What follows belongs to an exercise in optimizing a design on an open flow for small area, a short achievable clock period and few clock cycles per item; a production flow would make more cautious choices.
At most, simulation tests tie the RTL to the original design; equivalence was not proved.

==> inputs of run a <==
// fmul_pipe
module fmul_pipe (
    input  logic        clk,
    input  logic        rst,
    input  logic        in_valid,
    output logic        in_ready,
    input  logic [31:0] in_a,
    input  logic [31:0] in_b,
    input  logic [1:0]  in_rm,
    input  logic [3:0]  in_tag,
    output logic        out_valid,
    input  logic        out_ready,
    output logic [31:0] out_res,
    output logic [4:0]  out_flags,
    output logic [3:0]  out_tag
);
    logic v0_q, v1_q, ov_q, sv_q, rdy_q;
    logic en, out_free;
    assign en       = ~sv_q;
    assign out_free = ~ov_q | out_ready;
    assign in_ready = rdy_q;
    logic [31:0] a0_q, b0_q;
    logic [1:0]  rm0_q;
    logic [3:0]  tag0_q;
    always_ff @(posedge clk) begin
        if (en) begin
            a0_q   <= in_a;
            b0_q   <= in_b;
            rm0_q  <= in_rm;
            tag0_q <= in_tag;
        end
    end
    function automatic logic [4:0] lzc24(input logic [23:0] v);
        logic [31:0] w;
  ...
==> flow/config.mk <==
export PLATFORM = sky130hd
export DESIGN_NAME = fmul_pipe
export DESIGN_NICKNAME = fmul_pipe
export VERILOG_FILES = /design/flow/design.v
export SDC_FILE = /design/flow/constraint.sdc
export NUM_CORES = 4
export LEC_CHECK = 0
export ABC_AREA = 1
export CAP_MARGIN = 20
export CORE_MARGIN = 2
export CORE_UTILIZATION = 60
export SLEW_MARGIN = 20
==> flow/constraint.sdc <==
create_clock -name core_clock -period 36.0 [get_ports {clk}]
set_input_delay 7.2000 -clock core_clock [delete_from_list [all_inputs] [get_ports {clk}]]
set_output_delay 7.2000 -clock core_clock [all_outputs]
set_load 0.01 [all_outputs]
standard.sh (not shown) runs the stock make flow with config.mk's settings and CLKGATE_MAP_FILE= SYNTH_SCRIPT=/design/flow/synth_recipe.tcl, a recipe that flattens the netlist after the stock synthesis.
==> flow/flow/run.sh <==
#!/bin/bash
# Own layout flow: the standard ORFS flow (standard.sh, unchanged synthesis), with
#  - after synthesis, flow/polarity.py moves inverters off full-adder inputs where that
#    removes inverters (a full adder is self-dual); registers are not touched;
#  - the ports buffered by a plain buffer instead of ORFS's default pick, a delay buffer;
#  - clock tree synthesis without dummy loads;
set -euo pipefail
cd "$(dirname "$0")/.."
MARGIN=$(cat flow/margin.txt)
export BUFFER_PORTS_ARGS="-buffer_cell sky130_fd_sc_hd__buf_2"
export SETUP_SLACK_MARGIN=$MARGIN
# Clock tree: larger sink clusters than the default, without dummy loads.
export CTS_ARGS="-sink_clustering_enable -sink_clustering_size 25 -sink_clustering_max_diameter 150 -repair_clock_nets -dont_use_dummy_load"
RES="$PWD/orfs/results/sky130hd/fmul_pipe/base"
bash standard.sh "$RES/1_2_yosys.v" > flow_synth.log 2>&1
cp "$RES/1_2_yosys.v" 1_2_yosys.orig.v
python3 flow/polarity.py 1_2_yosys.orig.v "$RES/1_2_yosys.v" > flow_polarity.log 2>&1
bash standard.sh SETUP_SLACK_MARGIN=$MARGIN finish > flow_make.log 2>&1
Other scripts of this flow, unchanged in this note and not shown: flow/flow/margin.txt, flow/flow/polarity.py
==> run b (differences from run a) <==
--- a/flow/design.v
+++ b/flow/design.v
@@ -82,29 +82,12 @@
         for (int i = 0; i < 10; i++) begin
             s[i] = a[i] ^ c;
             c    = a[i] & c;
         end
         rinc10 = s;
     endfunction
-    function automatic logic [24:0] binc24(input logic [23:0] a, input logic ci);
-        logic [24:0] s;
-        logic [6:0]  bc;
-        logic c;
-        bc[0] = ci;
-        for (int k = 0; k < 6; k++)
-            bc[k+1] = bc[k] & (&a[4*k +: 4]);
-        for (int k = 0; k < 6; k++) begin
-            c = bc[k];
-            for (int i = 4 * k; i < 4 * k + 4; i++) begin
-                s[i] = a[i] ^ c;
-                c    = a[i] & c;
-            end
-        end
-        s[24] = bc[6];
-        binc24 = s;
-    endfunction
     function automatic logic [24:0] rinc24(input logic [23:0] a, input logic ci);
         logic [24:0] s;
         logic c;
         c = ci;
         for (int i = 0; i < 24; i++) begin
             s[i] = a[i] ^ c;
@@ -119,13 +102,13 @@
     logic        a_sub, b_sub, a_fz, b_fz, a_emax, b_emax;
     logic [1:0]  kind_d;
     logic [23:0] ma, mb;
     logic [47:0] pr0, pr1, prod;
     logic [4:0]  lzx;
     logic [9:0]  tzp;
-    logic [9:0]  exs, thr, tt, ebase_d;
+    logic signed [9:0] ex, sft, thr, tt, ebase_d;
     logic [5:0]  t;
     logic        stx_d;
     logic [49:0] w32;
     logic [40:0] w16;
     logic [32:0] w8_d;
     always_comb begin
@@ -147,25 +130,20 @@
         else
             kind_d = 2'd0;
         ma = {~a_sub, fa};
         mb = {~b_sub, fb};
         lzx = a_sub ? lzc24(ma) : (b_sub ? lzc24(mb) : 5'd0);
         tzp = radd10({5'd0, tzc24(ma)}, {5'd0, tzc24(mb)}, 1'b0);
-        exs = radd10({2'b00, a_sub ? 8'd1 : ea}, {2'b00, b_sub ? 8'd1 : eb}, 1'b0);
-        ebase_d = radd10(exs, {5'b11111, ~lzx}, 1'b0);
-        ebase_d = radd10(ebase_d, 10'h382, 1'b0);
-        if (ebase_d[9]) begin
-            tt    = radd10(10'd151, ~exs, 1'b1);
-            t     = (|tt[9:6]) ? 6'd63 : tt[5:0];
-            thr   = radd10(radd10(tzp, exs, 1'b0), 10'h36B, 1'b0);
-        end else begin
-            tt    = radd10(10'd24, {5'b11111, ~lzx}, 1'b1);
-            t     = tt[5:0];
-            thr   = radd10(radd10(tzp, {5'd0, lzx}, 1'b0), 10'h3EA, 1'b0);
-        end
+        ex  = radd10(radd10({2'b00, a_sub ? 8'd1 : ea}, {2'b00, b_sub ? 8'd1 : eb}, 1'b0),
+                     10'b1110000000, 1'b1);
+        ebase_d = radd10(ex, ~{5'd0, lzx}, 1'b1);
+        sft = ebase_d[9] ? ex : {5'd0, lzx};
+        thr   = radd10(radd10(tzp, sft, 1'b0), 10'h3EA, 1'b0);
         stx_d = thr[9];
+        tt = radd10(10'd24, ~sft, 1'b1);
+        t  = (|tt[9:6]) ? 6'd63 : tt[5:0];
         w32  = t[5] ? {32'd0, prod[47:30]} : {prod, 2'b00};
         w16  = t[4] ? {7'd0, w32[49:16]} : w32[40:0];
         w8_d = t[3] ? w16[40:8] : w16[32:0];
     end
     fmul_mul24 u_mul (.a(ma), .b(mb), .r0(pr0), .r1(pr1));
     fmul_add48 u_add (.a(pr0), .b(pr1), .y(prod));
@@ -216,13 +194,13 @@
         case (rm1_q)
             2'd0:    inc = g & (st | mant[0]);
             2'd1:    inc = 1'b0;
             2'd2:    inc = ~s1_q & (g | st);
             default: inc = s1_q & (g | st);
         endcase
-        mant_r  = binc24(mant, inc);
+        mant_r  = rinc24(mant, inc);
         inexact = g | st;
         cy      = mant_r[24];
         e_pre  = rinc10(eb1_q, w[25]);
         e_pre1 = rinc10(e_pre, 1'b1);
         if (tiny)
             e_out = {7'd0, mant_r[23]};
CORE_UTILIZATION = 70   (was 60)
==> impl_metrics.json <==
{
  "antenna_found_initial": 2,
  "path_clk_slew_ns": 0.09,
  "coreArea_mm2": 0.03566,
  "grt_pass1_wl_mm": 125.6,
  "status": "complete, no violations",
  "startpoint": "b0_q[30]$_DFFE_PN_",
  "start_util": 0.7129,
  "cpPeakStageDelay_ns": 0.60,
  "dp_hpwl_mm": 56.51,
  "layout.cells.non_filler": 3421,
  "hold_path_startpoint": "tag0_q[0]$_DFFE_PN_"
}
# the run above: run b

==> impl_metrics.json <==
{
  "dp_hpwl_mm": 58.84,
  "startpoint": "o_q[26]$_DFFE_PN_",
  "wl_met2_mm": 38.11,
  "cpPeakStageDelay_ns": 0.42,
  "hold_path_startpoint": "tag0_q[2]$_DFFE_PN_",
  "coreArea_mm2": 0.04176,
  "grt_pass1_wl_mm": 124.1,
  "antenna_found_initial": 0,
  "grt_use_total": 0.3715,
  "layout.cells.non_filler": 3436,
  "start_util": 0.6059,
  "status": "complete, no violations"
}
# the run above: run a

Testbench counts of run a, summed over its fixed seeds: cycles 32,024, items 32,000.
No functional check of the RTL was part of run b.

---

==> trial 32 <==
fmul_pipe, a different RTL version from the one above (not shown whole).
clock: 36.0 ns
lec_check: 0
cap_margin: 20
core_margin: 2
core_utilization: 40
slew_margin: 20
run.sh (not shown) runs the stock make flow with config.mk's settings and CLKGATE_MAP_FILE= SYNTH_SCRIPT=/design/flow/synth_recipe.tcl, a recipe that flattens the netlist after the stock synthesis.
Stock flow here: none of the scripts above is used.
==> build 39 (differences from trial 32) <==
==> flow/config.mk (replaced) <==
export PLATFORM = sky130hd
export DESIGN_NAME = fmul_pipe
export DESIGN_NICKNAME = fmul_pipe
export VERILOG_FILES = /design/flow/design.v
export SDC_FILE = /design/flow/constraint.sdc
export NUM_CORES = 4
export LEC_CHECK = 0
export ABC_AREA = 1
export CAP_MARGIN = 20
export CORE_MARGIN = 2
export CORE_UTILIZATION = 65
export SLEW_MARGIN = 20
==> trial 19 (differences from trial 32) <==
--- a/flow/design.v
+++ b/flow/design.v
@@ -27,20 +27,30 @@
             b0_q   <= in_b;
             rm0_q  <= in_rm;
             tag0_q <= in_tag;
         end
     end
+    logic        sa, sb;
+    logic [7:0]  ea, eb;
+    logic [22:0] fa, fb;
+    logic        a_sub, b_sub, a_fz, b_fz, a_emax, b_emax;
+    logic [1:0]  kind_d;
+    logic [23:0] mx, my, mxn;
+    logic [4:0]  lz;
+    logic [47:0] prod, pr0, pr1;
+    logic signed [9:0] e_d;
     function automatic logic [4:0] lzc24(input logic [23:0] v);
         logic [31:0] w;
         logic [15:0] v1;
         logic [15:0] c1;
         logic [7:0]  v2;
         logic [15:0] c2;
         logic [3:0]  v3;
         logic [11:0] c3;
         logic [1:0]  v4;
         logic [7:0]  c4;
+        logic [4:0]  c5;
         w = {v, 8'hFF};
         for (int i = 0; i < 16; i++) begin
             v1[i] = w[2*i+1] | w[2*i];
             c1[i] = ~w[2*i+1];
         end
@@ -54,33 +64,13 @@
         end
         for (int i = 0; i < 2; i++) begin
             v4[i] = v3[2*i+1] | v3[2*i];
             c4[4*i +: 4] = v3[2*i+1] ? {1'b0, c3[3*(2*i+1) +: 3]} : {1'b1, c3[3*(2*i) +: 3]};
         end
-        lzc24 = v4[1] ? {1'b0, c4[7:4]} : {1'b1, c4[3:0]};
-    endfunction
-    function automatic logic [4:0] tzc24(input logic [23:0] v);
-        logic [23:0] r;
-        for (int i = 0; i < 24; i++)
-            r[i] = v[23-i];
-        tzc24 = lzc24(r);
+        c5 = v4[1] ? {1'b0, c4[7:4]} : {1'b1, c4[3:0]};
+        lzc24 = c5;
     endfunction
-    logic        sa, sb;
-    logic [7:0]  ea, eb;
-    logic [22:0] fa, fb;
-    logic        a_sub, b_sub, a_fz, b_fz, a_emax, b_emax;
-    logic [1:0]  kind_d;
-    logic [23:0] ma, mb;
-    logic [47:0] pr0, pr1, prod;
-    logic [4:0]  lzx;
-    logic [5:0]  tzp;
-    logic signed [9:0] ex, sft, thr, tt, ebase_d;
-    logic [5:0]  t;
-    logic        stx_d;
-    logic [49:0] w32;
-    logic [40:0] w16;
-    logic [32:0] w8_d;
     always_comb begin
         {sa, ea, fa} = a0_q;
         {sb, eb, fb} = b0_q;
         a_sub  = (ea == 8'd0);
         b_sub  = (eb == 8'd0);
@@ -95,92 +85,82 @@
             kind_d = 2'd2;
         else if ((a_sub && a_fz) || (b_sub && b_fz))
             kind_d = 2'd1;
         else
             kind_d = 2'd0;
-        ma = {~a_sub, fa};
-        mb = {~b_sub, fb};
-        lzx = a_sub ? lzc24(ma) : (b_sub ? lzc24(mb) : 5'd0);
-        tzp = {1'b0, tzc24(ma)} + {1'b0, tzc24(mb)};
-        ex  = $signed({2'b00, a_sub ? 8'd1 : ea}) + $signed({2'b00, b_sub ? 8'd1 : eb}) - 10'sd127;
-        if (ex < 10'sd0)
-            sft = ex;
-        else if (ex < $signed({5'd0, lzx}))
-            sft = ex;
-        else
-            sft = $signed({5'd0, lzx});
-        ebase_d = ex - $signed({5'd0, lzx});
-        thr   = 10'sd22 - sft;
-        stx_d = $signed({4'd0, tzp}) < thr;
-        tt = 10'sd24 - sft;
-        t  = (tt > 10'sd63) ? 6'd63 : tt[5:0];
+        mx  = a_sub ? {1'b0, fa} : {~b_sub, fb};
+        my  = a_sub ? {1'b1 & ~b_sub, fb} : {1'b1, fa};
+        lz  = lzc24(mx);
+        mxn = mx << lz;
         prod = pr0 + pr1;
-        w32  = t[5] ? {32'd0, prod[47:30]} : {prod, 2'b00};
-        w16  = t[4] ? {7'd0, w32[49:16]} : w32[40:0];
-        w8_d = t[3] ? w16[40:8] : w16[32:0];
+        e_d = $signed({2'b00, a_sub ? 8'd1 : ea}) + $signed({2'b00, b_sub ? 8'd1 : eb})
+              - 10'sd127 - $signed({5'b00000, lz});
     end
-    fmul_mul24 u_mul (.a(ma), .b(mb), .r0(pr0), .r1(pr1));
-    logic [32:0] w8_q;
-    logic [2:0]  t1_q;
-    logic        stx1_q;
-    logic signed [9:0] eb1_q;
+    fmul_mul24 u_mul (.a(mxn), .b(my), .r0(pr0), .r1(pr1));
+    logic [25:0] p1_q;
+    logic        st1_q;
+    logic signed [9:0] e1_q;
     logic        s1_q;
     logic [1:0]  kind1_q, rm1_q;
     logic [3:0]  tag1_q;
     always_ff @(posedge clk) begin
         if (en) begin
-            w8_q    <= w8_d;
-            t1_q    <= t[2:0];
-            stx1_q  <= stx_d;
-            eb1_q   <= ebase_d;
+            p1_q    <= prod[47:22];
+            st1_q   <= |prod[21:0];
+            e1_q    <= e_d;
             s1_q    <= sa ^ sb;
             kind1_q <= kind_d;
             rm1_q   <= rm0_q;
             tag1_q  <= tag0_q;
         end
     end
-    logic [28:0] w4;
-    logic [26:0] w2;
-    logic [25:0] w;
-    logic        nrm, tiny, g, st, inc, inexact, ovf, to_inf, cy;
+    logic [24:0] x, xs;
+    logic        s0, lost, tiny, g, rs, inc, inexact, ovf, to_inf;
     logic [23:0] mant;
     logic [24:0] mant_r;
-    logic [9:0]  e_pre, e_pre1;
-    logic [7:0]  e_out;
+    logic signed [9:0] en_e, sh, e_post;
     logic [31:0] res_d;
     logic [4:0]  flags_d;
     always_comb begin
-        w4 = t1_q[2] ? w8_q[32:4] : w8_q[28:0];
-        w2 = t1_q[1] ? w4[28:2] : w4[26:0];
-        w  = t1_q[0] ? w2[26:1] : w2[25:0];
-        nrm  = (eb1_q > 10'sd0) && !w[25];
-        tiny = (eb1_q < 10'sd0) || (eb1_q == 10'sd0 && !w[25]);
-        if (nrm) begin
-            mant = w[24:1];
-            g    = w[0];
-            st   = stx1_q;
+        if (p1_q[25]) begin
+            x    = p1_q[25:1];
+            s0   = p1_q[0] | st1_q;
+            en_e = e1_q + 10'sd1;
         end else begin
-            mant = w[25:2];
-            g    = w[1];
-            st   = w[0] | stx1_q;
+            x    = p1_q[24:0];
+            s0   = st1_q;
+            en_e = e1_q;
+        end
+        tiny = (en_e < 10'sd1);
+        sh   = 10'sd1 - en_e;
+        xs   = x;
+        lost = 1'b0;
+        if (tiny) begin
+            if (sh >= 10'sd25) begin
+                xs   = '0;
+                lost = |x;
+            end else begin
+                xs   = x >> sh[4:0];
+                lost = |(x & ~({25{1'b1}} << sh[4:0]));
+            end
         end
+        mant    = xs[24:1];
+        g       = xs[0];
+        rs      = s0 | lost;
         case (rm1_q)
-            2'd0:    inc = g & (st | mant[0]);
+            2'd0:    inc = g & (rs | mant[0]);
             2'd1:    inc = 1'b0;
-            2'd2:    inc = ~s1_q & (g | st);
-            default: inc = s1_q & (g | st);
+            2'd2:    inc = ~s1_q & (g | rs);
+            default: inc = s1_q & (g | rs);
         endcase
         mant_r  = {1'b0, mant} + 25'(inc);
-        inexact = g | st;
-        cy      = mant_r[24];
-        e_pre  = eb1_q + {9'd0, w[25]};
-        e_pre1 = e_pre + 10'd1;
+        inexact = g | rs;
         if (tiny)
-            e_out = {7'd0, mant_r[23]};
+            e_post = {9'd0, mant_r[23]};
         else
-            e_out = cy ? e_pre1[7:0] : e_pre[7:0];
-        ovf    = !tiny && (((e_pre >= 10'd255) || (cy && e_pre == 10'd254)));
+            e_post = en_e + {9'd0, mant_r[24]};
+        ovf    = (e_post >= 10'sd255);
         to_inf = (rm1_q == 2'd0) || (rm1_q == 2'd2 && !s1_q) || (rm1_q == 2'd3 && s1_q);
         case (kind1_q)
             2'd3: begin
                 res_d   = 32'h7FC00000;
                 flags_d = 5'b00100;
@@ -196,12 +176,12 @@
             default: begin
                 if (ovf) begin
                     res_d   = to_inf ? {s1_q, 8'hFF, 23'd0} : {s1_q, 8'hFE, 23'h7FFFFF};
                     flags_d = 5'b10010;
                 end else begin
-                    res_d   = {s1_q, e_out, mant_r[22:0]};
-                    flags_d = {1'b0, tiny & inexact, 1'b0, inexact, e_out == 8'd0};
+                    res_d   = {s1_q, e_post[7:0], mant_r[22:0]};
+                    flags_d = {1'b0, tiny & inexact, 1'b0, inexact, e_post[7:0] == 8'd0};
                 end
             end
         endcase
     end
     logic [40:0] o_q, k_q;
==> flow/config.mk (replaced) <==
export PLATFORM = sky130hd
export DESIGN_NAME = fmul_pipe
export DESIGN_NICKNAME = fmul_pipe
export VERILOG_FILES = /design/flow/design.v
export SDC_FILE = /design/flow/constraint.sdc
export NUM_CORES = 4
export LEC_CHECK = 0
export ABC_AREA = 1
export CAP_MARGIN = 20
export CORE_MARGIN = 2
export CORE_UTILIZATION = 40
export SLEW_MARGIN = 20
==> summary.txt <==
Against trial 32, the register-to-register slack of trial 19 is worse by 1.3 ns. Against trial 32, the clock-buffer cell count of trial 19 is lower by 9. Synthesized area: build 39 < trial 19 < trial 32. In trial 32 the worst hold slack is better than in trial 19, by 0.034 ns. The lowest die area belongs to build 39, the highest to trial 32.
No functional check of the RTL was part of any run of this note.

what the ideal ports hide:
Ports are ideal in the flow. The routed layouts listed here were re-timed in OpenROAD. Step 1 (the two cells are an assumption about what drives the block):
set clk [get_ports {clk}]
set_driving_cell -lib_cell sky130_fd_sc_hd__clkbuf_16 $clk
set_driving_cell -lib_cell sky130_fd_sc_hd__buf_2 [delete_from_list [all_inputs] $clk]
Step 2 adds t to the input delays and takes it off the output delays; t is the mean of the earliest and latest rising clock arrival at the registers after step 1. Input paths then give back, and output paths get back, about the clock's delay inside the block. a / b / c = ideal ports / drivers / drivers and shift; a / b = the first two.
run	shift t [ns]	setup WS [ns]	worst data-port slew with drivers (ns)
run a	0.543	27.721 / 27.662 / 27.596	0.06
run b	0.523	27.683 / 27.679 / 27.589	0.08
trial 32	0.646	26.588 / 26.588 / 26.588	0.06
build 39	0.593	27.208 / 27.147 / 27.374	0.06
trial 19	0.587	25.292 / 25.292 / 25.292	0.08
After both steps setup and hold are still met in every run listed. The setup slack of run a, which loses most, moves by -0.059 ns with the drivers and by -0.125 ns with both steps.
